What follows belongs to an exercise in optimizing a design on an open flow for small area, a short achievable clock period and few clock cycles per item; a production flow would make more cautious choices.
Where RTL was checked, it was by simulation tests only, not by an equivalence proof against the original.
Power is estimated from default activity; no workload was simulated.

== v20 ==
Design beacon_id_table_to_channel_mapper_unit, start of the top module:
module beacon_id_table_to_channel_mapper_unit (
  input  logic         clk,
  input  logic         rst_n,
  input  logic         in_valid,
  output logic         in_ready,
  input  logic [1:0]   in_opcode,
  input  logic [7:0]   in_payload_length,
  input  logic [15:0]  in_company_id,
  input  logic [63:0]  in_sensor_id,
  input  logic [7:0]   in_accel_x,
  input  logic [7:0]   in_accel_y,
  input  logic [7:0]   in_accel_z,
  output logic         out_valid,
  input  logic         out_ready,
  output logic [3:0]   out_status,
  output logic [3:0]   out_entry_index,
  output logic [6:0]   out_channel_base,
  output logic [7:0]   out_x_positive,
  output logic [7:0]   out_x_negative,
  output logic [7:0]   out_y_positive,
  output logic [7:0]   out_y_negative,
  output logic [7:0]   out_z_positive,
  output logic [7:0]   out_z_negative,
  output logic         out_send_request,
  output logic         out_all_known_seen,
  input  logic         cfg_we,
  input  logic         cfg_wdata
);
Size: ~3700 cells after synthesis, about 1300 flip-flops, ~55000 µm² of cells after synthesis.
==> flow/config.mk <==
export PLATFORM = sky130hd
export DESIGN_NAME = beacon_id_table_to_channel_mapper_unit
export DESIGN_NICKNAME = beacon_id_table_to_channel_mapper_unit
export VERILOG_FILES = /design/flow/design.v
export SDC_FILE = /design/flow/constraint.sdc
export NUM_CORES = 4
export LEC_CHECK = 0
export CAP_MARGIN = 20
export CORE_MARGIN = 2
export CORE_UTILIZATION = 40
export CTS_BUF_LIST = sky130_fd_sc_hd__clkbuf_16
export CTS_CLUSTER_DIAMETER = 120
export CTS_CLUSTER_SIZE = 25
export PLACE_DENSITY = 0.8
export SETUP_SLACK_MARGIN = 2.5
export SLEW_MARGIN = 20
export TNS_END_PERCENT = 30
==> flow/constraint.sdc <==
create_clock -name core_clock -period 5.0 [get_ports {clk}]
set_input_delay 1.0000 -clock core_clock [delete_from_list [all_inputs] [get_ports {clk}]]
set_output_delay 1.0000 -clock core_clock [all_outputs]
set_load 0.01 [all_outputs]
standard.sh (not shown) runs the stock make flow with config.mk's settings and CLKGATE_MAP_FILE= SYNTH_SCRIPT=/design/flow/synth_recipe.tcl, a recipe that flattens the netlist after the stock synthesis.
==> flow/flow/run.sh <==
#!/bin/bash
# The standard layout, except that the port buffers are buf_4 cells: left to itself
# buffer_ports picks a delay cell (clkdlybuf4s50_1) for every input and output port.
set -euo pipefail
export BUFFER_PORTS_ARGS="-buffer_cell sky130_fd_sc_hd__buf_4"
bash standard.sh > standard.log 2>&1
Testbench counts of v20, summed over its fixed seeds: cycles 4,816, items 4,800.
Inputs modified between v20 and v34:
- CORE_UTILIZATION: 40 -> 48
- TNS_END_PERCENT: 30 -> unset
==> run notes <==
Delta(length of routed met3 wiring, v34 - v20) < 0
Via density per instance for v34: 3.7% up relative to v20
In v34 the non-clock buffer count turned out 25 higher than in v20.
Worst setup slack: v34 > v20
Going from v20 to v34, the post-detailed-placement half-perimeter wirelength was found to have gone down by about 2.8%.
Any difference in switching share of power between v34 and v20 is small enough to ignore.
No stage failed in v34, and the final checks on the layout all came back clean.
Input-level comparison between v37 and v34:
- CORE_UTILIZATION now 40, was 48
Notes after the runs:
v37 completed; timing, DRC and antenna clean. Final-layout clock buffer total: v37 vs v34 up about 3.4%. Of v34 and v37, v37 shows the higher global-route wire length before repair, with v34 below it. v34 reports its worst setup path endpoint as mb_r[1]$_DFF_P_ while v37 reports mb_r[9]$_DFF_P_. On relative contribution of combinational cells to total power, v37 tracks v34 almost exactly. Relative to v34, number of cells on the critical path increased by 1 in v37. Worst vdd rail ir drop, v37 vs v34: down slightly. Any difference in ratio of total power to cell area between v37 and v34 is small enough to ignore. The final reports for v37 and v34 show non-clock buffer count lower in the former. Total routing resource utilization after global routing: v37 vs v34 down 3.8 points. Looking only at clock network power, and setting everything else aside, the lower value of v34 and v37 goes to v34. Comparing v34 and v37, share of the clock period used by the worst path is lower on v37. The lower share of total power in the clock network came out of v34.
Edits applied to the flow inputs when going from v37 to v42:
- swapping 20 for 5 in CAP_MARGIN
- swapping 20 for 5 in SLEW_MARGIN
Notes after the runs:
v42 has completed all stages; timing, DRC and antenna checks passed. In v42, detailed-routed wire length on met3 is lower than in v37. Global-route usage: v37 vs v42 — no meaningful difference. Diff v37 -> v42: initial detailed-routing violation count shows a reduction of about 1%; minimum clock period now larger; design area grew by about 0.36%; area growth from synthesis to layout increased by 0.41 points relative to the old numbers.
For v12, these inputs were changed with respect to v42:
- changing CTS_CLUSTER_SIZE from 25 to 28
- changing SLEW_MARGIN from 5 to 20
- changing CAP_MARGIN from 5 to 20
- changing CTS_CLUSTER_DIAMETER from 120 to 100
Notes after the runs:
Reported for v42 and v12, hold violation count in the final report turned out identical to the last digit. Re relative contribution of the clock network to total power: v12 is 0.9 points down on v42. Total length of routed met2 wires, v42 and v12, lower one = v12. There was hardly any difference in maximum achievable frequency between v42 and v12. When v12 is set beside v42, its final critical-path required period turns out to be 0.0075 ns larger. Delta (v12 minus v42): global-route usage went down by 0.29 points, post-place setup slack went down by 0.0037 ns. Compared with v42, in v12 area of all placed cells without fillers lost about 0.7%, initial standard-cell utilization of the core neither gained nor lost much.

Another version of the RTL of beacon_id_table_to_channel_mapper_unit (not shown whole).
Size in the first run: ~1400 flip-flops, about 57000 um^2 of cells after synthesis.
Settings: LEC_CHECK=0, CAP_MARGIN=20, CORE_MARGIN=2, CORE_UTILIZATION=40, CTS_BUF_LIST=sky130_fd_sc_hd__clkbuf_16, CTS_CLUSTER_DIAMETER=120, CTS_CLUSTER_SIZE=25, SETUP_SLACK_MARGIN=2.5, SLEW_MARGIN=20; clock period 5.0 ns.
Scripts as last shown in full above: flow/flow/run.sh
Then changed:
Settings changed: TNS_END_PERCENT from default to 0.
=> Sequential power is about the same. Final cell count went down by 4.5%. Via count drops by 6.9%. Setup slack is worse by 140 ps.
No functional check of the RTL was part of any run of this note.

oak:
beacon_id_table_to_channel_mapper_unit with an RTL version that a note above also has.
For scale: ~3700 cells after synthesis, roughly 190 I/O pins, ~55000 sq um of cells after synthesis.
clock: 5.0 ns
lec_check: 0
cap_margin: 20
core_margin: 2
core_utilization: 40
cts_buf_list: sky130_fd_sc_hd__clkbuf_16
cts_cluster_diameter: 120
cts_cluster_size: 25
gpl_routability_driven: 0
place_density: 0.8
setup_slack_margin: 2.5
slew_margin: 20
Scripts as last shown in full above: flow/flow/run.sh
Having completed the whole flow, oak delivered a layout that passed the timing, design-rule and antenna checks.
Testbench counts of oak, summed over its fixed seeds: cycles 4,816, items 4,800.
Inputs modified between oak and pine:
Settings: PLACE_DENSITY changed from 0.8 to 0.9; GPL_ROUTABILITY_DRIVEN removed (was 0).
--- outcome ---
Sequential cell area in the final layout: oak vs pine, no meaningful difference. oak → pine: via count rose 560, total power consumption of the routed design rose 0.43%. pine vs oak: power per standard cell area up in pine. Cmp oak and pine / normalized max-slew margin / lower: pine. Compared with oak, in pine count of inserted antenna diode cells picked up an extra 3, worst reg2reg path depth lost 2, final standard cell utilization of the core neither gained nor lost much, register-to-register slack neither gained nor lost much. Relative to oak, overall track demand over capacity in global routing has increased by 0.28 points in pine.
Edits applied to the flow inputs when going from pine to birch:
Settings: TNS_END_PERCENT: unset -> 30; SETUP_SLACK_MARGIN: 2.5 -> 2.65; PLACE_DENSITY: 0.9 -> 0.8.
## What came out
birch has completed all stages; timing, DRC and antenna checks passed. When birch is set beside pine, its number of design-rule violations left by the first detailed-router iteration turns out to be 7.0% smaller. Summary of birch over pine: aggregate global-route resource usage went down 0.24 points, critical path arrival up 0.04 ns, detailed-route wire length moved down. On via count, pine loses to birch.
#### Input delta (maple over birch)
Settings: swapping sky130_fd_sc_hd__clkbuf_16 for sky130_fd_sc_hd__clkbuf_8 sky130_fd_sc_hd__clkbuf_16 in CTS_BUF_LIST; swapping 2.65 for 2.5 in SETUP_SLACK_MARGIN; clearing TNS_END_PERCENT, which used to be 30.
==> run notes <==
- Wire length, maple vs birch: down slightly
- Comparing birch and maple, the lower setup slack is on birch.
- Hold slack: maple vs birch, no meaningful difference
- Post-route clock period utilization in maple vs birch: down 1.6 points
- In maple the number of inserted diodes turned out 1 lower than in birch.
- For met1 demand-to-capacity share in global routing, birch and maple come out practically identical.

[port drivers added, routing unchanged]
The results above use ideal ports. As a check the final layouts listed here were re-extracted and re-timed, cells and wires unchanged. Step 1 assumes that a clkbuf_16 drives the clock port and a buf_2 every other input. Step 2 also shifts input and output timing later by t, the mid clock arrival at the registers, as if the neighbouring blocks saw the same clock. a / b / c = ideal ports / drivers / drivers and shift; a / b = the first two.
run | shift t [ns] | setup slack, ns | worst hold slack (ns) | worst slew at a driven data input, ns
v20 | 0.786 | 2.249 / 2.249 / 1.877 | 0.389 / 0.346 / 0.458 | 0.11
v34 | 0.768 | 2.362 / 2.362 / 2.063 | 0.397 / 0.358 / 0.445 | 0.13
v37 | 0.785 | 2.393 / 2.393 / 1.895 | 0.393 / 0.346 / 0.446 | 0.11
v42 | 0.788 | 2.332 / 2.332 / 1.793 | 0.381 / 0.333 / 0.446 | 0.11
v12 | 0.764 | 2.324 / 2.324 / 1.833 | 0.399 / 0.362 / 0.446 | 0.11
the first run of note 2 | 0.776 | 2.279 / 2.279 / 1.994 | 0.333 / 0.331 / 0.333 | 0.08
the second run of note 2 | 0.789 | 2.140 / 2.140 / 1.702 | 0.330 / 0.297 / 0.330 | 0.09
oak | 0.794 | 2.342 / 2.342 / 1.915 | 0.382 / 0.332 / 0.440 | 0.09
pine | 0.772 | 2.339 / 2.339 / 1.769 | 0.388 / 0.356 / 0.440 | 0.12
birch | 0.782 | 2.312 / 2.312 / 1.918 | 0.391 / 0.349 / 0.458 | 0.11
maple | 0.785 | 2.393 / 2.393 / 1.895 | 0.393 / 0.346 / 0.446 | 0.11
After both steps every run listed still meets setup and hold. The setup slack of pine, which loses most, moves by 0.000 ns with the drivers and by -0.570 ns with both steps.
